Background: an optimization exercise with open tools, aiming at small area, a short achievable clock period and few clock cycles per item. Do not read the settings as production practice.
At most, simulation tests tie the RTL to the original design; equivalence was not proved.
Only the layout flow was run in run 7; the RTL was not checked for function there.
Power figures rest on the tool's default switching activity, not on a simulated workload.

===== flow/run.sh =====
#!/bin/bash
# synth_recipe.tcl (not shown) runs the flow's synth.tcl, then flattens the netlist and writes it again
# the make line also repeats each setting of config.mk as NAME=value (left out here)
make -C /OpenROAD-flow-scripts/flow DESIGN_CONFIG=/design/flow/config.mk WORK_HOME=/design/flow/orfs CLKGATE_MAP_FILE= SYNTH_SCRIPT=/design/flow/synth_recipe.tcl finish

===== flow/config.mk =====
export PLATFORM = sky130hd
export DESIGN_NAME = DataPath
export DESIGN_NICKNAME = DataPath
export VERILOG_FILES = /design/flow/design.v
export SDC_FILE = /design/flow/constraint.sdc
export NUM_CORES = 4
export LEC_CHECK = 0
export ABC_AREA = 1
export CAP_MARGIN = 20
export CORE_MARGIN = 2
export CORE_UTILIZATION = 30
export CTS_BUF_LIST = sky130_fd_sc_hd__clkbuf_8
export SETUP_SLACK_MARGIN = 4.5
export SLEW_MARGIN = 20

===== flow/constraint.sdc =====
create_clock -name core_clock -period 10.0 [get_ports {Clock}]
set_input_delay 2.0000 -clock core_clock [delete_from_list [all_inputs] [get_ports {Clock}]]
set_output_delay 2.0000 -clock core_clock [all_outputs]
set_load 0.01 [all_outputs]

===== flow/design.v =====
`timescale 1ns/1ps
package dataPkg;
	parameter int WordBits = 32;
	typedef logic [WordBits-1:0] wordT;
	typedef logic [2*WordBits-1:0] dwordT;
	parameter int MulDivCycles = WordBits;
	parameter wordT DivZeroQuot = '1;
endpackage
`timescale 1ns/1ps
package ctrlPkg;
	typedef enum logic [3:0] {
		OpAdd,
		OpSub,
		OpAnd,
		OpOr,
		OpShr,
		OpShra,
		OpShl,
		OpRor,
		OpRol,
		OpNeg,
		OpNot,
		OpMul,   
		OpDiv    
	} aluOpT;
	typedef enum int unsigned {
		SrcPc,
		SrcIr,
		SrcZhi,
		SrcZlo,
		SrcMdr,
		SrcReg0   
	} busSrcT;
endpackage
`timescale 1ns/1ps
module RegisterFile #(
	parameter int NumRegs = 16
) (
	input logic Clock,
	input logic rst,
	input dataPkg::wordT busM,
	input logic pcIn,
	input logic irIn,
	input logic yIn,
	input logic [NumRegs-1:0] regIn,
	output logic [NumRegs*dataPkg::WordBits-1:0] regs,   
	output dataPkg::wordT pc,
	output dataPkg::wordT ir,
	output dataPkg::wordT y
);
	always_ff @(posedge Clock) begin
		for (int i = 0; i < NumRegs; i++) begin
			if (regIn[i] | rst) begin
				regs[i*dataPkg::WordBits +: dataPkg::WordBits] <= busM;
			end
		end
	end
	always_ff @(posedge Clock) begin
		if (pcIn | rst) begin
			pc <= busM;
		end
	end
	always_ff @(posedge Clock) begin
		if (irIn | rst) begin
			ir <= busM;
		end
	end
	always_ff @(posedge Clock) begin
		if (yIn | rst) begin
			y <= busM;
		end
	end
endmodule
`timescale 1ns/1ps
module MemoryPort (
	input logic Clock,
	input logic rst,
	input dataPkg::wordT busM,
	input dataPkg::wordT mdataIn,
	input logic marIn,
	input logic mdrIn,
	input logic read,
	output dataPkg::wordT mar,
	output dataPkg::wordT mdr
);
	always_ff @(posedge Clock) begin
		if (marIn | rst) begin
			mar <= busM;   
		end
	end
	always_ff @(posedge Clock) begin
		if (mdrIn | rst) begin
			mdr <= (read && !rst) ? mdataIn : busM;
		end
	end
endmodule
`timescale 1ns/1ps
module BusMux #(
	parameter int NumRegs = 16
) (
	input logic [NumRegs*dataPkg::WordBits-1:0] regs,   
	input dataPkg::wordT pc,
	input dataPkg::wordT ir,
	input dataPkg::wordT zHi,
	input dataPkg::wordT zLo,
	input dataPkg::wordT mdr,
	input logic pcOut,
	input logic irOut,
	input logic zHiOut,
	input logic zLoOut,
	input logic mdrOut,
	input logic [NumRegs-1:0] regOut,
	output dataPkg::wordT busOut
);
	localparam int NumSrc = int'(ctrlPkg::SrcReg0) + NumRegs;
	logic [NumSrc-1:0] sel;
	logic [NumSrc*dataPkg::WordBits-1:0] src;
	always_comb begin
		sel[ctrlPkg::SrcPc] = pcOut;
		sel[ctrlPkg::SrcIr] = irOut;
		sel[ctrlPkg::SrcZhi] = zHiOut;
		sel[ctrlPkg::SrcZlo] = zLoOut;
		sel[ctrlPkg::SrcMdr] = mdrOut;
		src[int'(ctrlPkg::SrcPc)*dataPkg::WordBits +: dataPkg::WordBits] = pc;
		src[int'(ctrlPkg::SrcIr)*dataPkg::WordBits +: dataPkg::WordBits] = ir;
		src[int'(ctrlPkg::SrcZhi)*dataPkg::WordBits +: dataPkg::WordBits] = zHi;
		src[int'(ctrlPkg::SrcZlo)*dataPkg::WordBits +: dataPkg::WordBits] = zLo;
		src[int'(ctrlPkg::SrcMdr)*dataPkg::WordBits +: dataPkg::WordBits] = mdr;
		for (int i = 0; i < NumRegs; i++) begin
			sel[int'(ctrlPkg::SrcReg0) + i] = regOut[i];
			src[(int'(ctrlPkg::SrcReg0) + i)*dataPkg::WordBits +: dataPkg::WordBits] = regs[i*dataPkg::WordBits +: dataPkg::WordBits];
		end
	end
	localparam int Levels = $clog2(NumSrc);
	localparam int Leaves = 1 << Levels;
	dataPkg::wordT g [Levels+1][Leaves];
	logic p [Levels+1][Leaves];
	always_comb begin
		for (int i = 0; i < Leaves; i++) begin
			if (i < NumSrc) begin
				g[0][i] = src[i*dataPkg::WordBits +: dataPkg::WordBits] & {dataPkg::WordBits{sel[i]}};
				p[0][i] = ~sel[i];
			end else begin
				g[0][i] = '0;
				p[0][i] = 1'b1;
			end
		end
		for (int l = 1; l <= Levels; l++) begin
			for (int i = 0; i < Leaves; i++) begin
				if (i < (Leaves >> l)) begin
					g[l][i] = g[l-1][2*i] | (g[l-1][2*i+1] & {dataPkg::WordBits{p[l-1][2*i]}});
					p[l][i] = p[l-1][2*i] & p[l-1][2*i+1];
				end else begin
					g[l][i] = '0;
					p[l][i] = 1'b1;
				end
			end
		end
		busOut = g[Levels][0];
	end
endmodule
`timescale 1ns/1ps
module AluStage (
	input logic Clock,
	input logic rst,
	input dataPkg::wordT y,
	input dataPkg::wordT busIn,
	input logic [3:0] aluOp,
	input logic incPc,
	input logic zIn,
	input logic mdReq,
	output dataPkg::wordT zHi,
	output dataPkg::wordT zLo,
	output logic mdAck,
	output logic mdReqOut,
	output logic mdIsDiv,
	output dataPkg::wordT mdA,
	output dataPkg::wordT mdB,
	output dataPkg::wordT mdANorm,   
	input logic [4:0] mdNormAmt,
	output logic mdALtB,   
	input logic mdAckIn,
	input dataPkg::dwordT mdResult   
);
	dataPkg::wordT a;
	logic [3:0] op;
	logic [4:0] sh;
	logic isMulDiv;
	assign a = incPc ? dataPkg::wordT'(1) : y;   
	assign op = incPc ? ctrlPkg::OpAdd : aluOp;
	assign sh = busIn[4:0];
	assign isMulDiv = (op == ctrlPkg::OpMul) || (op == ctrlPkg::OpDiv);
	assign mdReqOut = mdReq && isMulDiv;
	assign mdIsDiv = (op == ctrlPkg::OpDiv);
	assign mdA = y;
	assign mdB = busIn;
	assign mdAck = mdAckIn;
	logic isSub, isNeg, inv, cin;
	dataPkg::wordT addA, addB, sum;
	assign isSub = (op == ctrlPkg::OpSub);
	assign isNeg = (op == ctrlPkg::OpNeg);
	assign inv = isSub || isNeg || isMulDiv;
	assign addA = isNeg ? '0 : a;
	assign addB = inv ? ~busIn : busIn;
	assign cin = inv;
	logic [33:0] wide;
	assign wide = {1'b0, addA, cin} + {1'b0, addB, cin};
	assign sum = wide[32:1];
	assign mdALtB = !wide[33];
	logic left;
	logic [4:0] amt;
	dataPkg::wordT rotIn;
	dataPkg::wordT rot [6];
	assign left = isMulDiv || (op == ctrlPkg::OpShl) || (op == ctrlPkg::OpRol);
	assign amt = isMulDiv ? ~mdNormAmt : (left ? ~sh : sh);
	assign rotIn = left ? {a[0], a[31:1]} : a;
	always_comb begin
		rot[0] = rotIn;
		for (int j = 0; j < 5; j++) begin
			rot[j+1] = amt[j] ? ((rot[j] >> (1 << j)) | (rot[j] << (32 - (1 << j)))) : rot[j];
		end
	end
	assign mdANorm = rot[5];
	dataPkg::wordT therm, keep, shRes;
	logic fill;
	assign therm = '1 << sh;
	always_comb begin
		for (int i = 0; i < 32; i++) begin
			if (op == ctrlPkg::OpShr || op == ctrlPkg::OpShra) begin
				keep[i] = therm[31-i];
			end else if (op == ctrlPkg::OpShl) begin
				keep[i] = therm[i];
			end else begin
				keep[i] = 1'b1;
			end
		end
	end
	assign fill = (op == ctrlPkg::OpShra) && a[31];
	assign shRes = (rot[5] & keep) | ({32{fill}} & ~keep);
	dataPkg::wordT lo;
	always_comb begin
		case (op)
			ctrlPkg::OpAdd, ctrlPkg::OpSub, ctrlPkg::OpNeg: lo = sum;
			ctrlPkg::OpAnd: lo = a & busIn;
			ctrlPkg::OpOr: lo = a | busIn;
			ctrlPkg::OpShr, ctrlPkg::OpShra, ctrlPkg::OpShl, ctrlPkg::OpRor, ctrlPkg::OpRol: lo = shRes;
			ctrlPkg::OpNot: lo = ~busIn;
			ctrlPkg::OpMul: lo = mdResult[63:32];
			ctrlPkg::OpDiv: lo = mdResult[31:0];
			default: lo = '0;
		endcase
	end
	always_ff @(posedge Clock) begin
		if (zIn | rst) begin
			zHi <= rst ? '0 : (op == ctrlPkg::OpMul) ? mdResult[31:0]
				: (op == ctrlPkg::OpDiv) ? mdResult[63:32] : '0;
			zLo <= rst ? '0 : lo;
		end
	end
endmodule
`timescale 1ns/1ps
module MulDivUnit (
	input logic Clock,
	input logic rst,
	input logic mdReq,
	input logic mdIsDiv,
	input dataPkg::wordT mdA,       
	input dataPkg::wordT mdB,       
	input dataPkg::wordT mdANorm,   
	input logic mdALtB,
	output logic [4:0] mdNormAmt,
	output logic mdAck,
	output dataPkg::dwordT mdResult   
);
	logic active;
	logic ack;
	logic isDiv;
	logic [5:0] cnt;   
	logic [1:0] cr;    
	logic fresh;       
	logic bZeroR;      
	logic aLtBR;       
	dataPkg::wordT opnd;   
	dataPkg::wordT hi;
	dataPkg::wordT lo;
	logic [5:0] lz;
	always_comb begin
		lz = 6'd32;
		for (int i = 0; i < 32; i++) begin
			if (mdA[i]) begin
				lz = 6'(31 - i);
			end
		end
	end
	logic bZero, divEarly, skip;
	logic [5:0] nStart;
	assign bZero = (mdB == '0);
	assign divEarly = mdIsDiv && (bZero || mdALtB);
	assign skip = bZeroR || aLtBR;
	assign mdNormAmt = mdIsDiv ? lz[4:0] : {lz[4:1], 1'b0};
	assign nStart = lz[5] ? 6'd0
		: mdIsDiv ? 6'd32 - lz : 6'd16 - {2'b00, lz[4:1]};
	dataPkg::wordT hiEff;
	assign hiEff = fresh ? '0 : hi;
	logic [33:0] row0, pp0, pp1;
	logic [33:0] s1, c1;
	logic [33:0] sum;
	dataPkg::wordT shifted;
	assign shifted = {hiEff[30:0], lo[31]};
	assign row0 = isDiv ? {2'b00, shifted} : {2'b00, hiEff[29:0], 2'b00};
	assign pp0 = isDiv ? {2'b00, ~opnd} : (lo[30] ? {2'b00, opnd} : '0);
	assign pp1 = (!isDiv && lo[31]) ? {1'b0, opnd, 1'b0} : '0;
	always_comb begin
		s1 = row0 ^ pp0 ^ pp1;
		c1 = {((row0 & pp0) | (row0 & pp1) | (pp0 & pp1)), 1'b0};
	end
	assign sum = s1 + (c1 | {33'd0, isDiv});   
	logic q;
	dataPkg::wordT hiNext, loNext;
	assign q = hiEff[31] | sum[32];   
	assign hiNext = (isDiv && !q) ? shifted : sum[31:0];
	assign loNext = isDiv ? {lo[30:0], q} : {lo[29:0], hiEff[31:30]} + {28'd0, cr, 2'b00};
	dataPkg::wordT loOut;
	always_comb begin
		if (bZeroR) begin
			loOut = isDiv ? dataPkg::DivZeroQuot : '0;
		end else if (aLtBR) begin
			loOut = '0;
		end else begin
			loOut = lo + {30'd0, cr};
		end
	end
	assign mdResult = {hi, loOut};
	assign mdAck = ack;
	logic start;
	assign start = mdReq && !active;
	always_ff @(posedge Clock) begin
		if (rst) begin
			active <= 1'b0;
			ack <= 1'b0;
			cnt <= '0;
		end else if (start) begin
			active <= 1'b1;
			ack <= (nStart == 6'd0) || divEarly || bZero;
			cnt <= nStart;
		end else begin
			active <= active && mdReq;
			ack <= active && mdReq && (ack || cnt == 6'd1);
			if (cnt != '0) begin
				cnt <= cnt - 6'd1;
			end
		end
	end
	always_ff @(posedge Clock) begin
		if (start) begin
			isDiv <= mdIsDiv;
			opnd <= mdB;
			hi <= mdIsDiv ? mdA : '0;
			lo <= mdANorm;
			cr <= 2'b00;
			fresh <= 1'b1;
			bZeroR <= bZero;
			aLtBR <= mdIsDiv && mdALtB;
		end else if (cnt != '0 && !skip) begin
			fresh <= 1'b0;
			hi <= hiNext;
			lo <= loNext;
			cr <= isDiv ? 2'b00 : sum[33:32];
		end
	end
endmodule
`timescale 1ns/1ps
module DataPath (
	input logic Clock,
	input logic rst,
	input logic pcIn,
	input logic irIn,
	input logic yIn,
	input logic marIn,
	input logic mdrIn,
	input logic zIn,
	input logic [15:0] regIn,
	input logic pcOut,
	input logic irOut,
	input logic zHiOut,
	input logic zLoOut,
	input logic mdrOut,
	input logic [15:0] regOut,
	input logic read,
	input logic incPc,
	input logic [3:0] aluOp,
	input logic [31:0] mdataIn,
	input logic mdReq,
	output logic mdAck,
	output logic [31:0] busOut,
	output logic [31:0] memAddr
);
	localparam int NumRegs = 16;
	logic [NumRegs*dataPkg::WordBits-1:0] regs;
	dataPkg::wordT pc, ir, y;
	dataPkg::wordT mdr;
	dataPkg::wordT zHi, zLo;
	dataPkg::wordT busM;   
	logic mdReqInt;
	logic mdIsDiv;
	dataPkg::wordT mdA, mdB, mdANorm;
	logic [4:0] mdNormAmt;
	logic mdAckInt;
	logic mdALtB;
	dataPkg::dwordT mdResult;
	assign busM = busOut & {dataPkg::WordBits{~rst}};
	RegisterFile #(.NumRegs(NumRegs)) regFile0 (
		.Clock(Clock), .rst(rst), .busM(busM),
		.pcIn(pcIn), .irIn(irIn), .yIn(yIn), .regIn(regIn),
		.regs(regs), .pc(pc), .ir(ir), .y(y)
	);
	MemoryPort memPort0 (
		.Clock(Clock), .rst(rst), .busM(busM), .mdataIn(mdataIn),
		.marIn(marIn), .mdrIn(mdrIn), .read(read),
		.mar(memAddr), .mdr(mdr)
	);
	BusMux #(.NumRegs(NumRegs)) busMux0 (
		.regs(regs), .pc(pc), .ir(ir), .zHi(zHi), .zLo(zLo), .mdr(mdr),
		.pcOut(pcOut), .irOut(irOut), .zHiOut(zHiOut), .zLoOut(zLoOut),
		.mdrOut(mdrOut), .regOut(regOut), .busOut(busOut)
	);
	AluStage alu0 (
		.Clock(Clock), .rst(rst), .y(y), .busIn(busOut), .aluOp(aluOp),
		.incPc(incPc), .zIn(zIn), .mdReq(mdReq),
		.zHi(zHi), .zLo(zLo), .mdAck(mdAck),
		.mdReqOut(mdReqInt), .mdIsDiv(mdIsDiv), .mdA(mdA), .mdB(mdB),
		.mdANorm(mdANorm), .mdNormAmt(mdNormAmt), .mdALtB(mdALtB),
		.mdAckIn(mdAckInt), .mdResult(mdResult)
	);
	MulDivUnit mulDiv0 (
		.Clock(Clock), .rst(rst),
		.mdReq(mdReqInt), .mdIsDiv(mdIsDiv), .mdA(mdA), .mdB(mdB),
		.mdANorm(mdANorm), .mdNormAmt(mdNormAmt), .mdALtB(mdALtB),
		.mdAck(mdAckInt), .mdResult(mdResult)
	);
endmodule

==> results of run 1 <==
per-layer routing:
layer | up-vias | share of wire
li1 | 18400 | -
met1 | 20700 | 0.39
met2 | 2472 | 0.45
met3 | 523 | 0.096
met4 | 4 | 0.060
met5 | - | 0.00012
cell usage in the layout (no fill, tap or decap), types with 28 or more instances in the layout:
cell             count
clkinv_1            38
or2_2               40
o21ai_0            281
xor2_1              69
nand3_2             73
buf_4              263
o22ai_1             51
mux2_2              32
nand2_1           1024
nand4_1             48
clkdlybuf4s50_1     93
o21ai_2             50
clkbuf_8           149
inv_1              416
fa_1                32
ha_1                58
a22oi_1             36
nand3_4             28
nand2_2             73
nand2_4             29
buf_12              43
edfxtp_1           835
nor2_1             252
nand3_1            659
a21oi_1            203
o21ai_1             41
a22o_1              28
buf_6               89
power breakdown:
part           internal, mW  switching (mW)  leakage [nW]
clock                  1.45            1.58          1.50
combinational          1.25            2.22          13.8
sequential             4.37           0.177          9.12
total                  7.08            3.98          24.4
what timing repair did:
| item | CTS | global route |
|---|---|---|
| buffers inserted | 186 | 64 |
| hold buffers | 0 | 0 |
| resized for setup | 768 | 240 |
| pin swaps | 184 | 147 |
| endpoints found under the setup margin | 133 | 116 |
| cloned | 35 | 4 |
worst max-delay path by stage:
stage	endpoint	slack (ns)	depth (start not counted)
floorplan	alu0.zLo[24]	4.33	27
global placement	alu0.zLo[22]	2.25	29
detailed placement	alu0.zLo[22]	2.23	29
CTS	busOut[25]	4.24	14
global route	busOut[31]	4.13	15
finish	busOut[10]	4.19	14
worst max-delay path: cells and delay by family:
family,cells,cell delay (ns)
buf+inv,6,0.84
simple gates,8,0.94
kinds of logic after synthesis:
family	count (synthesis)	synth area share
AND/OR/NAND/NOR	2317	0.219
AO/OA/AOI/OAI	896	0.114
flip-flops	846	0.550
buffers and inverters	696	0.0576
adder cells (fa/ha/maj)	105	0.0340
XOR/XNOR	91	0.0173
multiplexers	32	0.00783
layout make-up:
type	instances	share of cell area
antenna	3	0.000128
multi-input combinational	3442	0.351
clock buffer	149	0.0349
sequential	846	0.431
inverter	414	0.0278
tap	2030	0.0433
timing repair buffer	541	0.101
clock inverter	106	0.0102
timing repair inverter	7	0.00115
==> flow_summary.json, run 1 <==
{
  "layout_setup_ws_ns": 4.19,
  "grt_busiest_layer": "met2",
  "core_area_mm2": 0.152,
  "root_buffer": "clkbuf_8",
  "min_period_over_period": 0.581,
  "synth_cell_type_count": 65,
  "die-height_um": 396,
  "io_buffers": 148,
  "maxCapViolations": 0,
  "grt_max_degree": 69,
  "first_global_vias": 39500,
  "async_flop_share": 0,
  "synth_top_area_frac": 0.545,
  "hold_start": "mulDiv0.cnt[1]",
  "vias_per_cell": 5.59,
  "tns_ns": 0,
  "multi_input_area_mm2": 0.0206,
  "yosys_warnings": 8,
  "power.total_mw": 11.1,
  "wirelength_mm": 209,
  "gp_congestion": 1.01,
  "rsz0062_at_grt": "true",
  "cpMostUsedCell": "nand2_1",
  "clk_pin_slew_ns": 0.06,
  "r2r_slack_ns": 4.46,
  "worst_pin_slew_ns": 1.22,
  "largest_reg_flops": 512,
  "placed_cells": 6990,
  "timing.rr.end": "mulDiv0.hi[1]",
  "post-route-min-period_ns": 5.81,
  "drive_above_1_share": 0.214,
  "synthFlopType": "edfxtp_1",
  "synth_commonest_cells": "nand2_1, edfxtp_1, nand3_1",
  "final_util": 0.386,
  "status": "timing/DRC/antenna clean",
  "grtUsageTotal": 0.258,
  "placed_cell_area_mm2": 0.0501,
  "drv_slew": 0,
  "fin_skew_ns": 0.0903,
  "dpl_worst_slack_ns": 2.23,
  "grtUsageMet1": 0.336,
  "path_cells": "buf_8 > buf_12 > clkinvlp_4 > buf_12 > buf_16 > nand3_2 > nand2_1 > nand2_1 > nand3_1 > nand2_1 > nand4_1 > nand2_1 > nand3_4 > buf_6",
  "final_area_mm2": 0.0587,
  "clock_sinks": 846,
  "fillers": 14900,
  "grt-ovfl-total": 0,
  "worstHoldEndpoint": "mulDiv0.cnt[1]",
  "path_class": "input pin to output pin",
  "worst_path_max_delay_cell": "nand4_1",
  "dieArea_mm2": 0.156,
  "stdcell_count": 7538,
  "cp-end-kind": "output pin",
  "area_growth_pct": 27.7,
  "startpoint": "regOut[9]",
  "htree_num_levels": 4,
  "hold_viol": 0,
  "routedWlPerCell_um": 27.8,
  "drc": 0,
  "cp_slowest_stage_delay_ns": 0.24,
  "synth_seq_cells": 846,
  "start_util": 0.302,
  "ys_seq_area_frac": 0.550,
  "arrival_ns": 3.81,
  "register_area_mm2": 0.0253,
  "worst_ir_drop_vdd_mv": 0.118,
  "die_w_um": 396,
  "ff2ff_path_depth": 33,
  "r2r-start": "mulDiv0.lo[30]",
  "clk_path_buf_depth": 3,
  "ant_nets": 0,
  "met2_usage": 0.410,
  "rows": 143,
  "antenna_found_initial": 10,
  "max_slew_margin": 0.187,
  "fmax_mhz": 172,
  "firstDrtPassIters": 6,
  "synth_fp_nets": 5172,
  "regMostFlops": "regFile0.regs",
  "power.density_mw_per_mm2": 188,
  "use_met3": 0.0524,
  "cts_tree": "built",
  "cts_made_buffers": 145,
  "start_kind": "input pin",
  "hold_path_depth": 2,
  "dp_hpwl_mm": 137,
  "synthTopCellsByArea": "edfxtp_1, nand2_1, nand3_1, o21ai_0, inv_1",
  "drt_first_iter_violations": 5447,
  "synth_edf_count": 835,
  "whs_ns": 0.488,
  "leakage_nw": 24.4,
  "grt_pass1_wl_mm": 293,
  "avgSynthCellArea_um2": 9.23,
  "num_vias": 42100,
  "finalNetCount": 5586,
  "synth_top_cell_by_area": "edfxtp_1",
  "clkLatencyLatePin_ns": 0.92,
  "yosysMostFrequentCell": "nand2_1",
  "cp.required_ns": 8.00,
  "hold_class": "flop to flop",
  "cp_max_fo": 5,
  "ioPinCount": 149,
  "setup_violations": 0,
  "postSynthCellCount": 4983,
  "synth_area_mm2": 0.0460
}
Testbench counts, summed over its fixed seeds: cycles 146,723, items 20,000.
==> inputs of run 2 (changes only) <==
--- a/flow/config.mk
+++ b/flow/config.mk
@@ -10,3 +10,3 @@
 export CORE_MARGIN = 2
-export CORE_UTILIZATION = 30
+export CORE_UTILIZATION = 50
 export CTS_BUF_LIST = sky130_fd_sc_hd__clkbuf_8
==> flow_summary.json, run 2 <==
{
  "status": "timing/DRC/antenna clean",
  "yosysMostFrequentCell": "nand2_1",
  "post-route-min-period_ns": 5.70,
  "synthTopCellsByArea": "edfxtp_1, nand2_1, nand3_1, o21ai_0, inv_1",
  "fmax_mhz": 176,
  "gp_congestion": 1.06,
  "cp_max_fo": 5,
  "path_cells": "buf_12 > buf_12 > nor4_4 > buf_6 > buf_12 > buf_4 > nand2_1 > nand4_1 > nand2_2 > nand3_4 > buf_6 > buf_6",
  "postSynthCellCount": 4983,
  "p_int_mw": 7.07,
  "cp-end-kind": "output pin",
  "synth_edf_count": 835,
  "power.density_mw_per_mm2": 190,
  "dieArea_mm2": 0.0944,
  "routedWlPerCell_um": 30.3,
  "async_flop_share": 0,
  "worst_ir_drop_vdd_mv": 0.126,
  "grt_max_degree": 86,
  "clkLatencyLatePin_ns": 0.87,
  "ff2ff_path_depth": 33,
  "start_kind": "input pin",
  "worst_pin_slew_ns": 1.24,
  "cp.required_ns": 8.00,
  "crit_family": "buffers and inverters",
  "synthFlopType": "edfxtp_1",
  "wirelength_mm": 202,
  "dp_hpwl_mm": 126,
  "area_growth_pct": 25.6,
  "ys_seq_area_frac": 0.550,
  "htree_num_levels": 4,
  "final_common_cell": "nand2_1",
  "leakage_nw": 24.6,
  "synth_commonest_cells": "nand2_1, edfxtp_1, nand3_1",
  "firstDrtPassIters": 7,
  "hold_start": "mulDiv0.cnt[1]",
  "first_global_vias": 39100,
  "setup_violations": 0,
  "hold_class": "flop to flop",
  "min_period_over_period": 0.570,
  "maxCapViolations": 0,
  "hold_viol": 0,
  "clk_pin_slew_ns": 0.05,
  "path_buf_inv": 7,
  "ioPinCount": 149,
  "comb_power_share": 0.311,
  "most-common-layout-cells": "nand2_1, edfxtp_1, nand3_1",
  "vias_per_cell": 6.30,
  "avgSynthCellArea_um2": 9.23,
  "synth_top_area_frac": 0.545,
  "yosys_warnings": 8,
  "start_util": 0.503,
  "max_slew_margin": 0.168,
  "synth_top_cell_by_area": "edfxtp_1",
  "drt_first_iter_violations": 5660,
  "cts_tree": "built",
  "root_buffer": "clkbuf_8",
  "finalNetCount": 5574,
  "die-height_um": 307,
  "path_class": "input pin to output pin",
  "rsz0062_at_grt": "true",
  "largest_reg_flops": 512,
  "arrival_ns": 3.70,
  "hold_path_depth": 2,
  "grt-ovfl-total": 0,
  "clkPwrFrac": 0.274,
  "r2r_slack_ns": 4.52,
  "die_w_um": 307,
  "cp_slowest_stage_delay_ns": 0.31,
  "fin_skew_ns": 0.0362,
  "grt_pass1_wl_mm": 283,
  "io_buffers": 148,
  "grtUsageTotal": 0.421,
  "timing.rr.end": "mulDiv0.hi[18]",
  "power.total_mw": 10.9,
  "clk_path_buf_depth": 3,
  "rows": 111,
  "whs_ns": 0.500,
  "worstHoldEndpoint": "mulDiv0.cnt[1]",
  "p_sw_mw": 3.88,
  "switching_share": 0.354,
  "drc": 0,
  "antenna_found_initial": 5,
  "power_frac_seq": 0.415,
  "cts_made_buffers": 150,
  "tns_ns": 0,
  "synth_cell_type_count": 65,
  "num_vias": 42200,
  "core_area_mm2": 0.0914,
  "r2r-start": "mulDiv0.lo[30]",
  "ant_nets": 0,
  "clock_sinks": 846,
  "regMostFlops": "regFile0.regs",
  "drive_above_1_share": 0.203,
  "synth_area_mm2": 0.0460,
  "synth_seq_cells": 846,
  "worst_path_max_delay_cell": "nor4_4",
  "drv_slew": 0,
  "synth_fp_nets": 5172
}
## run 2: cell counts after synthesis
Identical to the previous run, type by type.
## run 2: area by class of cell
class	count	area (um^2)
Multi-Input combinational cell	3442	20500
Fill cell	7547	33600
Clock inverter	117	552
Timing Repair inverter	5	90.1
Antenna cell	2	5.00
Clock buffer	155	2130
Inverter	414	1640
Timing Repair Buffer	526	6020
Tap cell	1186	1480
Sequential cell	846	25300
## run 2: timing repair
| item | in CTS | in global routing |
|---|---|---|
| endpoints found under the setup margin | 155 | 124 |
| pin swaps | 101 | 128 |
| cloned | 35 | 4 |
| buffers inserted | 159 | 87 |
| resized for setup | 795 | 232 |
| hold buffers | 0 | 0 |
## run 2: worst reg2reg max path, delay by kind of cell, from the launching register on
family	cells	cell delay, ns
AO/OA/AOI/OAI	16	2.16
buffers and inverters	9	1.27
adder cells (fa/ha/maj)	2	0.79
AND/OR/NAND/NOR	5	0.45
flip-flops	1	0.34
XOR/XNOR	1	0.17
## run 2: per-stage QoR
step	std cells	setup slack [ns]	area, um^2	utilization
after floorplan	4983	4.33	46200	-
after global placement	6132	2.31	48900	0.535
after detailed placement	6133	2.26	49000	0.536
after CTS	6599	4.25	56100	0.614
after global routing	6692	4.26	57700	0.632
final	6693	4.30	57700	0.632
## run 2: power by group through the flow
| stage | clock [mW] | combinational, mW | sequential (mW) |
|---|---|---|---|
| 3_5_place_dp | 0 | 2.58 | 4.61 |
| 4_1_cts | 3.00 | 3.13 | 4.53 |
| 2_1_floorplan | 0 | 1.69 | 4.53 |
| 6_report | 3.00 | 3.41 | 4.54 |
| 3_3_place_gp | 0 | 2.56 | 4.60 |
| 5_1_grt | 3.14 | 3.61 | 4.57 |
## run 2: cell families after synthesis
| family | share of synthesized area |
|---|---|
| simple gates | 0.219 |
| compound gates | 0.114 |
| flops | 0.550 |
| buf+inv | 0.0576 |
| fa+ha+maj | 0.0340 |
| xor+xnor | 0.0173 |
| mux | 0.00783 |
## run 2: how the worst max path moves through the flow
stage / to / cells after the start / slack, ns / start
6_report: busOut[1] / 12 / 4.30 / regOut[3]
5_1_grt: busOut[11] / 13 / 4.26 / regOut[3]
4_1_cts: busOut[10] / 10 / 4.25 / regOut[5]
3_5_place_dp: alu0.zLo[24] / 26 / 2.26 / zHiOut
3_3_place_gp: busOut[23] / 10 / 2.31 / zHiOut
2_1_floorplan: alu0.zLo[24] / 27 / 4.33 / pcOut
## run 2: per-layer routing
metal | part of all wire | up-vias | GRT usage
met4 | 0.10 | 6 | 0.341
met5 | 0.00020 | - | 0
met1 | 0.36 | 20300 | 0.514
li1 | - | 18400 | -
met3 | 0.098 | 771 | 0.0916
met2 | 0.44 | 2753 | 0.646
==> inputs of run 3 (changes only) <==
--- a/flow/config.mk
+++ b/flow/config.mk
@@ -10,5 +10,5 @@
 export CORE_MARGIN = 2
-export CORE_UTILIZATION = 50
+export CORE_UTILIZATION = 40
 export CTS_BUF_LIST = sky130_fd_sc_hd__clkbuf_8
-export SETUP_SLACK_MARGIN = 4.5
+export SETUP_SLACK_MARGIN = 4.0
 export SLEW_MARGIN = 20
==> flow_summary.json, run 3 <==
{
  "status": "timing/DRC/antenna clean",
  "drt_first_iter_violations": 5461,
  "yosys.area_share.simple": 0.219,
  "min_period_over_period": 0.598,
  "fin_skew_ns": 0.0498,
  "die-height_um": 343,
  "antenna_found_initial": 9,
  "synth_top_family_by_area": "simple AND/OR/NAND/NOR gates",
  "dp_hpwl_mm": 131,
  "avgSynthCellArea_um2": 9.23,
  "dieArea_mm2": 0.118,
  "synth_fp_nets": 5172,
  "num_vias": 41200,
  "synth_cell_type_count": 65,
  "synth_area_mm2": 0.0460,
  "cp_max_fo": 12,
  "maxCapViolations": 0,
  "ant_nets": 0,
  "clkLatencyLatePin_ns": 0.88,
  "leakage_nw": 23.0,
  "tns_ns": 0,
  "synth_compound_area_frac": 0.114,
  "path_cells": "clkdlybuf4s15_2 > buf_12 > nor4_4 > buf_6 > bufbuf_16 > nand3_1 > nand3_1 > nand2_1 > nand3_4 > clkdlybuf4s15_2",
  "area_growth_pct": 19.0,
  "clk_pin_slew_ns": 0.06,
  "first_global_vias": 38300,
  "crit_family": "buffers and inverters",
  "synthFlopType": "edfxtp_1",
  "root_buffer": "clkbuf_8",
  "worst_ir_drop_vdd_mv": 0.130,
  "hold_class": "flop to flop",
  "drv_slew": 0,
  "async_flop_share": 0,
  "clock_sinks": 846,
  "synth_fa_ha_area_frac": 0.0340,
  "setup_violations": 0,
  "largest_reg_flops": 512,
  "grt_pass1_wl_mm": 278,
  "path_buf_inv": 5,
  "finalNetCount": 5441,
  "drc": 0,
  "firstDrtPassIters": 8,
  "core_area_mm2": 0.114,
  "grtUsageTotal": 0.329,
  "postSynthCellCount": 4983,
  "rsz0062_at_grt": "true",
  "synthMuxAreaShare": 0.00783,
  "start_util": 0.403,
  "die_w_um": 343,
  "max_slew_margin": 0.224,
  "synth_edf_count": 835,
  "drive_above_1_share": 0.142,
  "grt_max_degree": 74,
  "power.density_mw_per_mm2": 195,
  "cp.required_ns": 8.00,
  "whs_ns": 0.505,
  "worst_path_max_delay_cell": "bufbuf_16",
  "routedWlPerCell_um": 28.7,
  "io_buffers": 148,
  "arrival_ns": 3.98,
  "most-common-layout-cells": "nand2_1, edfxtp_1, nand3_1",
  "worst_pin_slew_ns": 1.16,
  "vias_per_cell": 5.99,
  "synthTopCellsByArea": "edfxtp_1, nand2_1, nand3_1, o21ai_0, inv_1",
  "clk_path_buf_depth": 3,
  "hold_viol": 0,
  "cts_tree": "built",
  "grt-ovfl-total": 0,
  "cts_made_buffers": 152,
  "start_kind": "input pin",
  "ioPinCount": 149,
  "synth_top_area_frac": 0.545,
  "synth_commonest_cells": "nand2_1, edfxtp_1, nand3_1",
  "yosysMostFrequentCell": "nand2_1",
  "cp-end-kind": "output pin",
  "synth_seq_cells": 846,
  "rows": 124,
  "regMostFlops": "regFile0.regs",
  "gp_congestion": 1.03,
  "wirelength_mm": 197,
  "synth_top_cell_by_area": "edfxtp_1",
  "fmax_mhz": 167,
  "final_common_cell": "nand2_1",
  "htree_num_levels": 4,
  "yosys_warnings": 8,
  "post-route-min-period_ns": 5.98,
  "holdBufCountCts": 0,
  "cp_slowest_stage_delay_ns": 0.32,
  "path_class": "input pin to output pin",
  "ys_seq_area_frac": 0.550,
  "synthXorXnorAreaFrac": 0.0173
}
run 3: logic make-up (layout without fill, tap and decap cells):
group                      count (synthesis)  in the layout
and+or+nand+nor                         2317           2318
AOI/OAI and AO/OA                        896            896
DFF                                      846            846
buffers and inverters                    696           1076
adders and majority gates                105            105
xor gates and xnor gates                  91             91
muxes                                     32             32
other                                      0              7
run 3: what timing repair did:
item	4_1_cts	5_1_grt
endpoints found under the setup margin	133	90
buffers inserted	82	24
gates resized for setup	342	73
pin swaps	45	20
gates cloned	17	1
run 3: final timing paths:
check                               startpoint             end  slack, ns  cells past startpoint
worst max register to register   mulDiv0.isDiv  mulDiv0.hi[31]       4.26                     31
worst min register to register  mulDiv0.cnt[1]  mulDiv0.cnt[1]       0.51                      2
worst min-delay path            mulDiv0.cnt[1]  mulDiv0.cnt[1]       0.51                      2
worst max-delay path                regOut[14]       busOut[6]       4.02                     10
run 3: power by group:
group	switching (mW)	internal, mW	leakage (nW)	total (mW)
Sequential	0.147	4.37	9.12	4.52
Clock	1.58	1.55	1.63	3.14
Combinational	2.04	0.966	12.3	3.01
run 3: final cells by class:
| type | instances | area [um^2] |
|---|---|---|
| Multi-Input combinational cell | 3442 | 19100 |
| Sequential cell | 846 | 25300 |
| Timing Repair inverter | 3 | 43.8 |
| Antenna cell | 7 | 17.5 |
| Clock inverter | 110 | 667 |
| Fill cell | 10900 | 59500 |
| Inverter | 414 | 1600 |
| Timing Repair Buffer | 393 | 3980 |
| Clock buffer | 156 | 2150 |
| Tap cell | 1512 | 1890 |
run 3: worst register-to-register path, delay by kind of cell (launching register included):
family / cells / cell delay (ns)
compound gates: 16 / 2.46
xor+xnor: 1 / 0.16
fa+ha+maj: 2 / 0.91
buf+inv: 7 / 0.96
flops: 1 / 0.41
simple gates: 5 / 0.53
run 3: routing by layer:
layer  track usage  vias up  share of wire
li1              -    18100              -
met1         0.423    20000           0.38
met2         0.507     2561           0.44
met3        0.0886      546           0.11
met4         0.178       10          0.064
met5             0        -        0.00033
run 3: per-stage QoR:
step	area, um^2	setup WS [ns]	util	cells	total power [mW]
5_1_grt	54700	3.92	0.479	6877	11.1
4_1_cts	54400	4.00	0.476	6851	10.6
2_1_floorplan	46000	4.00	-	4983	6.22
6_report	54700	4.02	0.479	6883	10.7
3_3_place_gp	49400	1.61	0.433	6485	7.25
3_5_place_dp	49400	1.58	0.433	6486	7.26
==> inputs of run 4 (changes only) <==
--- a/flow/config.mk
+++ b/flow/config.mk
@@ -8,3 +8,3 @@
 export ABC_AREA = 1
-export CAP_MARGIN = 20
+export CAP_MARGIN = 0
 export CORE_MARGIN = 2
@@ -13,2 +13,2 @@
 export SETUP_SLACK_MARGIN = 4.0
-export SLEW_MARGIN = 20
+export SLEW_MARGIN = 0
==> flow_summary.json, run 4 <==
{
  "avgSynthCellArea_um2": 9.23,
  "ioPinCount": 149,
  "drive_above_1_share": 0.146,
  "die-height_um": 343,
  "clkLatencyLatePin_ns": 0.87,
  "cts_made_buffers": 149,
  "leakage_nw": 23.0,
  "clk_pin_slew_ns": 0.05,
  "rows": 124,
  "grt-ovfl-total": 0,
  "yosys_warnings": 8,
  "synth_top_area_frac": 0.545,
  "rsz0062_at_grt": "true",
  "dp_hpwl_mm": 131,
  "hold_viol": 0,
  "tns_ns": 0,
  "die_w_um": 343,
  "regMostFlops": "regFile0.regs",
  "grt_max_degree": 74,
  "cts_tree": "built",
  "grt_pass1_wl_mm": 278,
  "cp_max_fo": 32,
  "drt_first_iter_violations": 5801,
  "worst_pin_slew_ns": 1.32,
  "cp.required_ns": 8.00,
  "hold_class": "flop to flop",
  "synth_edf_count": 835,
  "arrival_ns": 3.98,
  "wirelength_mm": 198,
  "synthTopCellsByArea": "edfxtp_1, nand2_1, nand3_1, o21ai_0, inv_1",
  "cp_slowest_stage_delay_ns": 0.45,
  "post-route-min-period_ns": 5.98,
  "min_period_over_period": 0.598,
  "start_util": 0.403,
  "io_buffers": 148,
  "worst_ir_drop_vdd_mv": 0.117,
  "gp_congestion": 1.03,
  "async_flop_share": 0,
  "ant_nets": 0,
  "ys_seq_area_frac": 0.550,
  "clock_sinks": 846,
  "cp-end-kind": "output pin",
  "synth_seq_cells": 846,
  "power.density_mw_per_mm2": 195,
  "drc": 0,
  "most-common-layout-cells": "nand2_1, edfxtp_1, nand3_1",
  "vias_per_cell": 5.97,
  "fmax_mhz": 167,
  "finalNetCount": 5452,
  "holdBufCountCts": 0,
  "routedWlPerCell_um": 28.8,
  "drv_slew": 0,
  "clk_path_buf_depth": 3,
  "yosysMostFrequentCell": "nand2_1",
  "dpl_worst_slack_ns": 1.52,
  "max_slew_margin": 0.120,
  "synth_area_mm2": 0.0460,
  "core_area_mm2": 0.114,
  "dieArea_mm2": 0.118,
  "final_common_cell": "nand2_1",
  "postSynthCellCount": 4983,
  "fin_skew_ns": 0.0586,
  "status": "timing/DRC/antenna clean",
  "worst_path_max_delay_cell": "a221oi_4",
  "area_growth_pct": 19.2,
  "grtUsageTotal": 0.330,
  "setup_violations": 0,
  "first_global_vias": 37900,
  "synth_commonest_cells": "nand2_1, edfxtp_1, nand3_1",
  "synth_fp_nets": 5172,
  "synthFlopType": "edfxtp_1",
  "layout_setup_ws_ns": 4.02,
  "stdcell_count": 6882,
  "largest_reg_flops": 512,
  "root_buffer": "clkbuf_8",
  "htree_num_levels": 4,
  "synth_top_cell_by_area": "edfxtp_1",
  "synth_cell_type_count": 65,
  "path_class": "input pin to output pin",
  "path_cells": "buf_2 > buf_12 > inv_1 > buf_6 > nand3_1 > nand2_1 > a221oi_4 > nand3_4 > clkdlybuf4s15_2",
  "firstDrtPassIters": 9,
  "placed_cells": 6485,
  "num_vias": 41100,
  "start_kind": "input pin",
  "antenna_found_initial": 10,
  "maxCapViolations": 0,
  "final_util": 0.480
}
run 4: cell counts after synthesis:
No cell type changed its count.
run 4: metal layers:
metal | part of all wire | GRT usage
met1 | 0.39 | 0.431
met4 | 0.063 | 0.173
met3 | 0.11 | 0.0817
met2 | 0.44 | 0.506
met5 | 0.00025 | 0
run 4: power by group:
part,leakage (nW),internal [mW],switching (mW),total [mW]
logic,12.3,0.989,2.06,3.05
registers,9.12,4.37,0.146,4.52
clock network,1.56,1.56,1.57,3.13
run 4: worst max-delay path: cells and delay by family:
kind / cells / cell delay, ns
buffers and inverters: 5 / 0.87
and+or+nand+nor: 3 / 0.60
AOI/OAI and AO/OA: 1 / 0.45
run 4: worst paths after layout:
check                      start        endpoint  slack (ns)  cells past startpoint
setup / recovery          zHiOut       busOut[6]        4.02                      9
hold / removal    mulDiv0.cnt[1]  mulDiv0.cnt[1]        0.51                      2
setup reg to reg   mulDiv0.fresh  mulDiv0.hi[13]        4.25                     30
hold reg to reg   mulDiv0.cnt[1]  mulDiv0.cnt[1]        0.51                      2
run 4: timing repair:
| action | CTS | global route |
|---|---|---|
| endpoints found under the hold margin | 0 | 0 |
| gates cloned | 18 | 1 |
| endpoints found under the setup margin | 133 | 129 |
| pin swaps | 56 | 44 |
| gates resized for setup | 359 | 99 |
| buffers inserted | 93 | 27 |
run 4: cell type report:
| class | instances | area, um^2 |
|---|---|---|
| fill | 10700 | 59300 |
| clock inverter | 102 | 682 |
| tap | 1512 | 1890 |
| sequential | 846 | 25300 |
| multi-input combinational | 3442 | 19100 |
| antenna | 5 | 12.5 |
| timing repair inverter | 3 | 48.8 |
| clock buffer | 151 | 2080 |
| timing repair buffer | 407 | 4120 |
| inverter | 414 | 1610 |
run 4: through the flow:
step           total power [mW]  area, um^2  hold WS [ns]
5_1_grt                    11.1       54800         0.525
3_5_place_dp               7.26       49400         0.490
2_1_floorplan              6.22       46000         0.457
6_report                   10.7       54800         0.506
3_3_place_gp               7.25       49400         0.479
4_1_cts                    10.6       54500         0.499
run 4: cells by family after synthesis:
group	synth area share
xor gates and xnor gates	0.0173
adders and majority gates	0.0340
and+or+nand+nor	0.219
DFF	0.550
AOI/OAI and AO/OA	0.114
muxes	0.00783
buffers and inverters	0.0576
==> inputs of run 5 (changes only) <==
--- a/flow/config.mk
+++ b/flow/config.mk
@@ -8,7 +8,7 @@
 export ABC_AREA = 1
-export CAP_MARGIN = 0
+export CAP_MARGIN = 20
 export CORE_MARGIN = 2
-export CORE_UTILIZATION = 40
+export CORE_UTILIZATION = 50
 export CTS_BUF_LIST = sky130_fd_sc_hd__clkbuf_8
 export SETUP_SLACK_MARGIN = 4.0
-export SLEW_MARGIN = 0
+export SLEW_MARGIN = 20
==> flow_summary.json, run 5 <==
{
  "synth_seq_cells": 846,
  "num_vias": 41000,
  "power_frac_seq": 0.433,
  "r2r-start": "mulDiv0.isDiv",
  "grtUsageTotal": 0.407,
  "synth_edf_count": 835,
  "comb_power_share": 0.285,
  "cp.required_ns": 8.00,
  "worstHoldEndpoint": "mulDiv0.cnt[1]",
  "maxCapViolations": 0,
  "fin_skew_ns": 0.0494,
  "grt-ovfl-total": 0,
  "clkPwrFrac": 0.281,
  "yosysMostFrequentCell": "nand2_1",
  "power.density_mw_per_mm2": 192,
  "fillers": 7954,
  "io_buffers": 148,
  "hold_path_depth": 2,
  "firstDrtPassIters": 6,
  "clk_pin_slew_ns": 0.06,
  "first_global_vias": 38200,
  "p_int_mw": 6.79,
  "grt_pass1_wl_mm": 273,
  "die_w_um": 307,
  "start_util": 0.503,
  "status": "timing/DRC/antenna clean",
  "ant_nets": 0,
  "tns_ns": 0,
  "synth_commonest_cells": "nand2_1, edfxtp_1, nand3_1",
  "htree_num_levels": 4,
  "synth_top_area_frac": 0.545,
  "arrival_ns": 4.03,
  "core_area_mm2": 0.0914,
  "start_kind": "input pin",
  "max_slew_margin": 0.215,
  "regMostFlops": "regFile0.regs",
  "p_sw_mw": 3.65,
  "ioPinCount": 149,
  "dieArea_mm2": 0.0944,
  "synthFlopType": "edfxtp_1",
  "clock_sinks": 846,
  "hold_start": "mulDiv0.cnt[1]",
  "worst_pin_slew_ns": 1.18,
  "synthTopCellsByArea": "edfxtp_1, nand2_1, nand3_1, o21ai_0, inv_1",
  "largest_reg_flops": 512,
  "hold_class": "flop to flop",
  "rsz0062_at_grt": "true",
  "most-common-layout-cells": "nand2_1, edfxtp_1, nand3_1",
  "switching_share": 0.350,
  "area_growth_pct": 18.2,
  "finalNetCount": 5435,
  "clkLatencyLatePin_ns": 0.87,
  "worst_ir_drop_vdd_mv": 0.130,
  "cts_tree": "built",
  "postSynthCellCount": 4983,
  "grt_max_degree": 68,
  "r2r_slack_ns": 4.21,
  "stdcell_count": 6533,
  "post-route-min-period_ns": 6.03,
  "routedWlPerCell_um": 30.1,
  "wirelength_mm": 197,
  "path_class": "input pin to output pin",
  "synth_area_mm2": 0.0460,
  "timing.rr.end": "mulDiv0.hi[16]",
  "antenna_found_initial": 6,
  "setup_violations": 0,
  "rows": 111,
  "gp_congestion": 1.04,
  "cp-end-kind": "output pin",
  "clk_path_buf_depth": 3,
  "final_area_mm2": 0.0544,
  "layout_setup_ws_ns": 3.97,
  "leakage_nw": 23.0,
  "yosys_warnings": 8,
  "async_flop_share": 0,
  "cp_max_fo": 25,
  "final_common_cell": "nand2_1",
  "drive_above_1_share": 0.137,
  "vias_per_cell": 6.28,
  "final_util": 0.595,
  "cts_made_buffers": 146,
  "drc": 0,
  "synth_top_cell_by_area": "edfxtp_1",
  "placed_cells": 6150,
  "synth_cell_type_count": 65,
  "drt_first_iter_violations": 5410,
  "hold_viol": 0,
  "synth_fp_nets": 5172,
  "holdBufCountCts": 0,
  "avgSynthCellArea_um2": 9.23,
  "drv_slew": 0,
  "min_period_over_period": 0.603,
  "die-height_um": 307,
  "dpl_worst_slack_ns": 2.04,
  "ff2ff_path_depth": 29,
  "placed_cell_area_mm2": 0.0490,
  "dp_hpwl_mm": 128,
  "ys_seq_area_frac": 0.550,
  "root_buffer": "clkbuf_8",
  "fmax_mhz": 166
}
[run 5: cell counts after synthesis]
Identical to the previous run, type by type.
[run 5: cell families (layout without fill, tap and decap cells)]
family / after synthesis / in the layout / share of synthesized area
and+or+nand+nor: 2317 / 2318 / 0.219
adders and majority gates: 105 / 105 / 0.0340
buffers and inverters: 696 / 1055 / 0.0576
AOI/OAI and AO/OA: 896 / 896 / 0.114
muxes: 32 / 32 / 0.00783
DFF: 846 / 846 / 0.550
other: 0 / 4 / 0
xor gates and xnor gates: 91 / 91 / 0.0173
[run 5: timing repair]
action,4_1_cts,5_1_grt
setup endpoints to repair,171,117
pin swaps,46,19
endpoints found under the hold margin,0,0
resized for setup,381,61
gates cloned,20,8
setup buffers,73,32
[run 5: how the worst max path moves through the flow]
stage / startpoint / cells past startpoint / slack (ns) / endpoint
floorplan: pcOut / 26 / 4.00 / alu0.zLo[22]
global placement: incPc / 28 / 2.03 / alu0.zLo[22]
detailed placement: incPc / 31 / 2.04 / alu0.zLo[30]
CTS: mulDiv0.lo[31] / 30 / 4.00 / mulDiv0.hi[12]
global route: aluOp[1] / 33 / 3.91 / alu0.zLo[30]
finish: zHiOut / 9 / 3.97 / busOut[31]
[run 5: worst max-delay path, stage by stage]
cell and delay, ns:
buf_2 0.24, clkinvlp_4 0.20, buf_6 0.23, nand3_1 0.11, nand2_1 0.23, a221oi_1 0.40
nand3_2 0.15, buf_12 0.18, clkdlybuf4s15_2 0.23
[run 5: area by class of cell]
type                       instances  area, um^2  area share
inverter                         414        1620      0.0298
sequential                       846       25300       0.465
antenna                            4        10.0    0.000184
timing repair buffer             393        4210      0.0774
multi-input combinational       3442       19100       0.352
timing repair inverter             3        32.5    0.000598
tap                             1186        1480      0.0273
clock inverter                    95         500     0.00921
clock buffer                     150        2060      0.0380
[run 5: layer usage]
metal | GRT usage | wire length [um] | share of wire
met1 | 0.511 | 72200 | 0.37
met2 | 0.645 | 89000 | 0.45
met5 | 0 | 62 | 0.00032
met4 | 0.266 | 16500 | 0.084
met3 | 0.0775 | 19100 | 0.097
[run 5: metrics by stage]
step	hold WS, ns	total power [mW]
final	0.500	10.4
after global routing	0.538	10.8
after floorplan	0.457	6.22
after detailed placement	0.487	7.23
after global placement	0.478	7.21
after CTS	0.495	10.3
[run 5: power by group through the flow]
| stage | sequential (mW) | clock (mW) | combinational, mW |
|---|---|---|---|
| 2_1_floorplan | 4.53 | 0 | 1.68 |
| 3_3_place_gp | 4.59 | 0 | 2.62 |
| 3_5_place_dp | 4.60 | 0 | 2.63 |
| 4_1_cts | 4.53 | 2.93 | 2.81 |
| 5_1_grt | 4.56 | 3.09 | 3.19 |
| 6_report | 4.53 | 2.94 | 2.98 |
==> inputs of run 6 (changes only) <==
--- a/flow/config.mk
+++ b/flow/config.mk
@@ -12,3 +12,3 @@
 export CTS_BUF_LIST = sky130_fd_sc_hd__clkbuf_8
-export SETUP_SLACK_MARGIN = 4.0
+export SETUP_SLACK_MARGIN = 5.0
 export SLEW_MARGIN = 20
==> flow_summary.json, run 6 <==
{
  "path_cells": "buf_12 > clkinvlp_4 > buf_6 > buf_6 > buf_6 > nand3_2 > nand2_2 > nand2_2 > nand3_2 > nand2_2 > nand4_1 > nand2_2 > nand3_4 > buf_6",
  "min_period_over_period": 0.590,
  "wl_met1_mm": 79.4,
  "met3WireLength_mm": 27.6,
  "clk_pin_slew_ns": 0.05,
  "regMostFlops": "regFile0.regs",
  "topRoutingLayerUsed": "met5",
  "synth_cell_type_count": 65,
  "worstHoldEndpoint": "mulDiv0.cnt[1]",
  "num_vias": 44200,
  "postSynthCellCount": 4983,
  "most-common-layout-cells": "nand2_1, edfxtp_1, nand3_1",
  "drv_slew": 0,
  "vias_per_cell": 6.47,
  "dpl_worst_slack_ns": 1.68,
  "io_buffers": 148,
  "rsz0062_at_grt": "true",
  "post-route-min-period_ns": 5.90,
  "finalNetCount": 5713,
  "maxCapViolations": 0,
  "area_growth_pct": 33.0,
  "firstDrtPassIters": 12,
  "layout_setup_ws_ns": 4.10,
  "cp-end-kind": "output pin",
  "die-height_um": 307,
  "ant_nets": 0,
  "root_buffer": "clkbuf_8",
  "fmax_mhz": 170,
  "wirelength_mm": 217,
  "hold_start": "mulDiv0.cnt[1]",
  "dp_hpwl_mm": 135,
  "start_kind": "input pin",
  "leakage_nw": 25.8,
  "synth_top_area_frac": 0.545,
  "cp.required_ns": 8.00,
  "crit_family": "simple AND/OR/NAND/NOR gates",
  "path_buf_inv": 6,
  "drive_above_1_share": 0.287,
  "worst_pin_slew_ns": 1.24,
  "drt_first_iter_violations": 6877,
  "grt_pass1_wl_mm": 297,
  "synth_edf_count": 835,
  "hold_path_depth": 2,
  "synthTopCellsByArea": "edfxtp_1, nand2_1, nand3_1, o21ai_0, inv_1",
  "largest_reg_flops": 512,
  "wl_met2_mm": 91.8,
  "status": "timing/DRC/antenna clean",
  "arrival_ns": 3.90,
  "timing.rr.end": "mulDiv0.hi[2]",
  "max_slew_margin": 0.168,
  "core_area_mm2": 0.0914,
  "gp_congestion": 1.11,
  "synthFlopType": "edfxtp_1",
  "yosysMostFrequentCell": "nand2_1",
  "routedWlPerCell_um": 31.9,
  "first_global_vias": 40400,
  "antenna_found_initial": 18,
  "startpoint": "regOut[9]",
  "hold_class": "flop to flop",
  "synth_commonest_cells": "nand2_1, edfxtp_1, nand3_1",
  "synth_fp_nets": 5172,
  "start_util": 0.503,
  "cp_max_fo": 3,
  "die_w_um": 307,
  "synth_area_mm2": 0.0460,
  "power.density_mw_per_mm2": 189,
  "holdBufCountCts": 0,
  "avgSynthCellArea_um2": 9.23,
  "synth_seq_cells": 846,
  "grt_max_degree": 65,
  "cts_made_buffers": 148,
  "async_flop_share": 0,
  "hold_viol": 0,
  "ff2ff_path_depth": 37,
  "fin_skew_ns": 0.0641,
  "grtUsageTotal": 0.445,
  "cts_tree": "built",
  "ys_seq_area_frac": 0.550,
  "drc": 0,
  "clk_path_buf_depth": 3,
  "synth_top_cell_by_area": "edfxtp_1",
  "r2r-start": "mulDiv0.lo[30]",
  "worst_ir_drop_vdd_mv": 0.136,
  "dieArea_mm2": 0.0944,
  "final_common_cell": "nand2_1",
  "rows": 111,
  "clkLatencyLatePin_ns": 0.89,
  "r2r_slack_ns": 4.49,
  "yosys_warnings": 8,
  "tns_ns": 0,
  "htree_num_levels": 4,
  "setup_violations": 0,
  "worst_path_max_delay_cell": "nand4_1",
  "clock_sinks": 846,
  "ioPinCount": 149,
  "cp_slowest_stage_delay_ns": 0.28,
  "path_class": "input pin to output pin",
  "grt-ovfl-total": 0
}
## run 6: cell counts after synthesis
No cell type changed its count.
## run 6: where the power goes
part | total [mW] | internal [mW] | switching, mW
combinational | 4.04 | 1.46 | 2.57
sequential | 4.53 | 4.37 | 0.159
clock | 3.03 | 1.47 | 1.55
total | 11.6 | 7.31 | 4.28
## run 6: cells by family (layout without fill, tap and decap cells)
kind of cell             Yosys count  after routing  share of synthesized area
AO/OA/AOI/OAI                    896            896                      0.114
XOR/XNOR                          91             91                     0.0173
adder cells (fa/ha/maj)          105            105                     0.0340
buffers and inverters            696           1345                     0.0576
flip-flops                       846            846                      0.550
multiplexers                      32             32                    0.00783
other                              0              7                          0
AND/OR/NAND/NOR                 2317           2320                      0.219
## run 6: per-layer routing
| layer | global-route usage | vias up |
|---|---|---|
| met1 | 0.575 | 21300 |
| li1 | - | 18700 |
| met5 | 0 | - |
| met3 | 0.126 | 816 |
| met2 | 0.648 | 3303 |
| met4 | 0.307 | 4 |
## run 6: repair_timing
action	CTS	global route
buffers inserted	290	77
endpoints found under the setup margin	340	133
cloned	43	5
gates resized for setup	967	467
pin swaps	192	189
## run 6: how the worst max path moves through the flow
| stage | cells after the start | slack, ns | end |
|---|---|---|---|
| finish | 14 | 4.10 | busOut[26] |
| global route | 14 | 4.12 | busOut[26] |
| CTS | 13 | 4.23 | busOut[26] |
| detailed placement | 25 | 1.68 | alu0.zLo[22] |
| global placement | 24 | 1.73 | alu0.zLo[24] |
| floorplan | 27 | 4.33 | alu0.zLo[24] |
## run 6: tightest hold or removal path: cells and delay by family (launching register included)
kind	cells	cell delay, ns
and+or+nand+nor	2	0.13
DFF	1	0.33
## run 6: final cells by class
class	count	area, um^2
flip-flops and latches	846	25300
inverters	414	1660
repair inverters	12	138
clock buffers	152	2090
fillers	7225	30200
clock inverters	109	572
repair buffers	658	7180
diodes	7	17.5
multi-input cells	3444	22700
well taps	1186	1480
## run 6: stage by stage
stage                     utilization  cell area [um^2]  hold slack (ns)  total power [mW]  cells
after global placement          0.541             49400            0.483              7.29   6144
final                           0.669             61200            0.502              11.6   6828
after CTS                       0.638             58300            0.502              11.0   6739
after floorplan                     -             46800            0.457              6.25   4983
after detailed placement        0.541             49400            0.494              7.30   6145
after global routing            0.669             61200            0.560              11.9   6822
==> inputs of run 7 (changes only) <==
--- a/flow/design.v
+++ b/flow/design.v
@@ -278,3 +278,3 @@
 	logic [5:0] cnt;   
-	logic [1:0] cr;    
+	logic [3:0] cr;    
 	logic fresh;       
@@ -299,15 +299,17 @@
 	assign skip = bZeroR || aLtBR;
-	assign mdNormAmt = mdIsDiv ? lz[4:0] : {lz[4:1], 1'b0};
+	assign mdNormAmt = mdIsDiv ? lz[4:0] : {lz[4:2], 2'b00};
 	assign nStart = lz[5] ? 6'd0
-		: mdIsDiv ? 6'd32 - lz : 6'd16 - {2'b00, lz[4:1]};
+		: mdIsDiv ? 6'd32 - lz : 6'd8 - {3'b000, lz[4:2]};
 	dataPkg::wordT hiEff;
 	assign hiEff = fresh ? '0 : hi;
-	logic [33:0] row0, pp0, pp1;
-	logic [33:0] s1, c1;
-	logic [33:0] sum;
+	logic [35:0] row0, pp0, pp1, pp2, pp3;
+	logic [35:0] s1, c1, s2, c2, s3, c3;
+	logic [35:0] sum;
 	dataPkg::wordT shifted;
 	assign shifted = {hiEff[30:0], lo[31]};
-	assign row0 = isDiv ? {2'b00, shifted} : {2'b00, hiEff[29:0], 2'b00};
-	assign pp0 = isDiv ? {2'b00, ~opnd} : (lo[30] ? {2'b00, opnd} : '0);
-	assign pp1 = (!isDiv && lo[31]) ? {1'b0, opnd, 1'b0} : '0;
+	assign row0 = isDiv ? {4'b0000, shifted} : {4'b0000, hiEff[27:0], 4'b0000};
+	assign pp0 = isDiv ? {4'b0000, ~opnd} : (lo[28] ? {4'b0000, opnd} : '0);
+	assign pp1 = (!isDiv && lo[29]) ? {3'b000, opnd, 1'b0} : '0;
+	assign pp2 = (!isDiv && lo[30]) ? {2'b00, opnd, 2'b00} : '0;
+	assign pp3 = (!isDiv && lo[31]) ? {1'b0, opnd, 3'b000} : '0;
 	always_comb begin
@@ -315,4 +317,8 @@
 		c1 = {((row0 & pp0) | (row0 & pp1) | (pp0 & pp1)), 1'b0};
+		s2 = pp2 ^ pp3 ^ s1;
+		c2 = {((pp2 & pp3) | (pp2 & s1) | (pp3 & s1)), 1'b0};
+		s3 = s2 ^ c2 ^ c1;
+		c3 = {((s2 & c2) | (s2 & c1) | (c2 & c1)), 1'b0};
 	end
-	assign sum = s1 + (c1 | {33'd0, isDiv});   
+	assign sum = s3 + (c3 | {35'd0, isDiv});   
 	logic q;
@@ -321,3 +327,3 @@
 	assign hiNext = (isDiv && !q) ? shifted : sum[31:0];
-	assign loNext = isDiv ? {lo[30:0], q} : {lo[29:0], hiEff[31:30]} + {28'd0, cr, 2'b00};
+	assign loNext = isDiv ? {lo[30:0], q} : {lo[27:0], hiEff[31:28]} + {24'd0, cr, 4'b0000};
 	dataPkg::wordT loOut;
@@ -329,3 +335,3 @@
 		end else begin
-			loOut = lo + {30'd0, cr};
+			loOut = lo + {28'd0, cr};
 		end
@@ -359,3 +365,3 @@
 			lo <= mdANorm;
-			cr <= 2'b00;
+			cr <= 4'b0000;
 			fresh <= 1'b1;
@@ -367,3 +373,3 @@
 			lo <= loNext;
-			cr <= isDiv ? 2'b00 : sum[33:32];
+			cr <= isDiv ? 4'b0000 : sum[35:32];
 		end
--- a/flow/config.mk
+++ b/flow/config.mk
@@ -12,3 +12,3 @@
 export CTS_BUF_LIST = sky130_fd_sc_hd__clkbuf_8
-export SETUP_SLACK_MARGIN = 5.0
+export SETUP_SLACK_MARGIN = 4.0
 export SLEW_MARGIN = 20
==> flow_summary.json, run 7 <==
{
  "yosysMostFrequentCell": "nand2_1",
  "max_slew_margin": 0.104,
  "wirelength_mm": 218,
  "rsz0062_at_grt": "true",
  "worst_pin_slew_ns": 1.31,
  "synthTopCellsByArea": "edfxtp_1, nand2_1, nand3_1, fa_1, o21ai_0",
  "p_int_mw": 8.02,
  "ys_seq_area_frac": 0.525,
  "drv_slew": 0,
  "area_growth_pct": 19.8,
  "power_frac_seq": 0.344,
  "ant_nets": 0,
  "worstHoldEndpoint": "mulDiv0.cr[3]",
  "p_sw_mw": 5.60,
  "switching_share": 0.411,
  "cp_max_fo": 5,
  "r2r_slack_ns": 3.92,
  "async_flop_share": 0,
  "synth_cell_type_count": 72,
  "r2r-start": "mulDiv0.lo[29]",
  "grt_pass1_wl_mm": 304,
  "start_kind": "flop",
  "worst_path_max_delay_cell": "fa_1",
  "synth_area_mm2": 0.0482,
  "drt_first_iter_violations": 6706,
  "cts_tree": "built",
  "fillers": 8126,
  "tns_ns": 0,
  "first_global_vias": 41300,
  "synth_seq_cells": 848,
  "setup_violations": 0,
  "grtUsageTotal": 0.436,
  "hold_class": "flop to flop",
  "hold_viol": 0,
  "maxCapViolations": 0,
  "comb_power_share": 0.434,
  "root_buffer": "clkbuf_8",
  "die-height_um": 315,
  "ioPinCount": 149,
  "register_area_mm2": 0.0253,
  "cp_slowest_stage_delay_ns": 0.56,
  "cp.required_ns": 10.60,
  "cts_made_buffers": 146,
  "clkLatencyLatePin_ns": 0.89,
  "cp-end-kind": "flop",
  "dp_hpwl_mm": 149,
  "io_buffers": 148,
  "htree_num_levels": 4,
  "clkPwrFrac": 0.223,
  "core_area_mm2": 0.0953,
  "worst_ir_drop_vdd_mv": 0.228,
  "rows": 113,
  "avgSynthCellArea_um2": 9.19,
  "min_period_over_period": 0.608,
  "fin_skew_ns": 0.0538,
  "num_vias": 44300,
  "final_util": 0.607,
  "clock_sinks": 848,
  "clk_path_buf_depth": 3,
  "synth_top_area_frac": 0.520,
  "regMostFlops": "regFile0.regs",
  "synth_fp_nets": 5509,
  "status": "timing/DRC/antenna clean",
  "die_w_um": 315,
  "antenna_found_initial": 21,
  "multi_input_area_mm2": 0.0218,
  "dieArea_mm2": 0.0990,
  "yosys_warnings": 8,
  "gp_congestion": 1.07,
  "power.density_mw_per_mm2": 236,
  "drive_above_1_share": 0.162,
  "hold_path_depth": 2,
  "vias_per_cell": 6.36,
  "most-common-layout-cells": "nand2_1, edfxtp_1, nand3_1",
  "final_common_cell": "nand2_1",
  "drc": 0,
  "synth_edf_count": 835,
  "firstDrtPassIters": 8,
  "arrival_ns": 6.68,
  "synthFlopType": "edfxtp_1",
  "synth_commonest_cells": "nand2_1, edfxtp_1, nand3_1",
  "ff2ff_path_depth": 30,
  "post-route-min-period_ns": 6.08,
  "grt_max_degree": 96,
  "timing.rr.end": "mulDiv0.hi[29]",
  "postSynthCellCount": 5251,
  "hold_start": "mulDiv0.cr[3]",
  "cpMostUsedCell": "nand2_1",
  "routedWlPerCell_um": 31.4,
  "clk_pin_slew_ns": 0.06,
  "grt-ovfl-total": 0,
  "path_class": "flop to flop",
  "leakage_nw": 24.6,
  "fmax_mhz": 164,
  "finalNetCount": 5843,
  "synth_top_cell_by_area": "edfxtp_1",
  "largest_reg_flops": 512,
  "start_util": 0.506
}
[run 7: routing by layer]
metal | share of wire | global-route usage | vias up
li1 | - | - | 19000
met4 | 0.090 | 0.321 | 14
met5 | 0.00042 | 0 | -
met2 | 0.43 | 0.652 | 3107
met3 | 0.11 | 0.0996 | 760
met1 | 0.37 | 0.557 | 21400
[run 7: worst max path at each step]
| stage | from | endpoint | slack, ns | depth (start not counted) |
|---|---|---|---|---|
| 3_5_place_dp | irOut | alu0.zLo[30] | 1.62 | 25 |
| 5_1_grt | mulDiv0.lo[29] | mulDiv0.hi[13] | 3.73 | 38 |
| 4_1_cts | mulDiv0.lo[29] | mulDiv0.hi[29] | 3.96 | 38 |
| 3_3_place_gp | irOut | alu0.zLo[30] | 1.70 | 25 |
| 2_1_floorplan | mulDiv0.isDiv | mulDiv0.hi[3] | 4.03 | 39 |
| 6_report | mulDiv0.lo[29] | mulDiv0.hi[29] | 3.92 | 30 |
[run 7: repair_timing]
action	CTS	global route
setup buffers	115	29
setup endpoints to repair	134	85
hold buffers	0	0
gates cloned	22	6
resized for setup	458	145
pin swaps	67	77
[run 7: layout make-up]
class	instances	area share
clock buffer	147	0.0350
clock inverter	102	0.0111
antenna	9	0.000390
multi-input combinational	3678	0.377
sequential	848	0.438
tap	1265	0.0274
timing repair buffer	466	0.0802
timing repair inverter	5	0.000649
inverter	440	0.0298
[run 7: critical path, delay by kind of cell (launching register included)]
family | cells | cell delay [ns]
adder cells (fa/ha/maj) | 4 | 1.79
AO/OA/AOI/OAI | 12 | 1.79
buffers and inverters | 4 | 0.59
AND/OR/NAND/NOR | 10 | 1.22
flip-flops | 1 | 0.43
[run 7: per-stage QoR]
stage | cell area, um^2 | hold WS [ns] | cells | setup slack [ns] | power, mW
floorplan | 48200 | 0.449 | 5251 | 4.03 | 7.59
global placement | 51500 | 0.479 | 6529 | 1.70 | 9.33
detailed placement | 51500 | 0.480 | 6529 | 1.62 | 9.36
CTS | 56900 | 0.495 | 6915 | 3.96 | 13.0
global route | 57800 | 0.525 | 6959 | 3.73 | 14.1
finish | 57800 | 0.500 | 6960 | 3.92 | 13.6
[run 7: kinds of logic (layout without fill, tap and decap cells)]
logic type | Yosys count | after routing | synth area share
compound gates | 916 | 916 | 0.111
xor+xnor | 91 | 91 | 0.0169
fa+ha+maj | 174 | 174 | 0.0594
buf+inv | 733 | 1160 | 0.0593
flops | 848 | 848 | 0.525
mux | 33 | 33 | 0.00768
other cells | 0 | 9 | 0
simple gates | 2456 | 2464 | 0.221
[run 7: power by group through the flow]
stage                     Combinational [mW]  Sequential, mW  Clock, mW
after floorplan                         2.94            4.65          0
after global placement                  4.60            4.73          0
after detailed placement                4.62            4.74          0
after CTS                               5.33            4.67       3.03
after global routing                    6.26            4.71       3.17
final                                   5.91            4.68       3.03

## static timing again, ports no longer ideal
In the flow no input, the clock included, has a driving cell. The finished layouts below were timed again as built, in two steps. Step 1 sets driving cells, clkbuf_16 on the clock port and buf_2 on the other inputs (assumed; they add their load-dependent delay and slew). Step 2, shift: input delay + t, output delay - t, t = (earliest + latest rising clock arrival at the registers) / 2. This alone moves slack from input paths to output paths. a / b / c = ideal / step 1 / step 2; a / b = the first two.
run	shift t [ns]	slack for setup (ns)	worst setup path after step 2	worst data-port slew with drivers (ns)	pins driven straight from the clock port
run 1	0.954	4.193 / 4.138 / 3.344	input to register	0.07	1
run 2	0.924	4.304 / 4.227 / 3.496	input to register	0.18	1
run 3	0.929	4.019 / 3.999 / 3.163	input to register	0.09	1
run 4	0.909	4.020 / 3.994 / 3.191	input to register	0.09	1
run 5	0.913	3.971 / 3.917 / 3.196	input to register	0.08	1
run 6	0.925	4.103 / 4.027 / 3.353	input to register	0.14	1
run 7	0.933	3.921 / 3.820 / 3.107	input to register	0.23	1
After both steps every run listed still meets setup and hold. The setup slack of run 3, which loses most, moves by -0.020 ns with the drivers and by -0.856 ns with both steps.
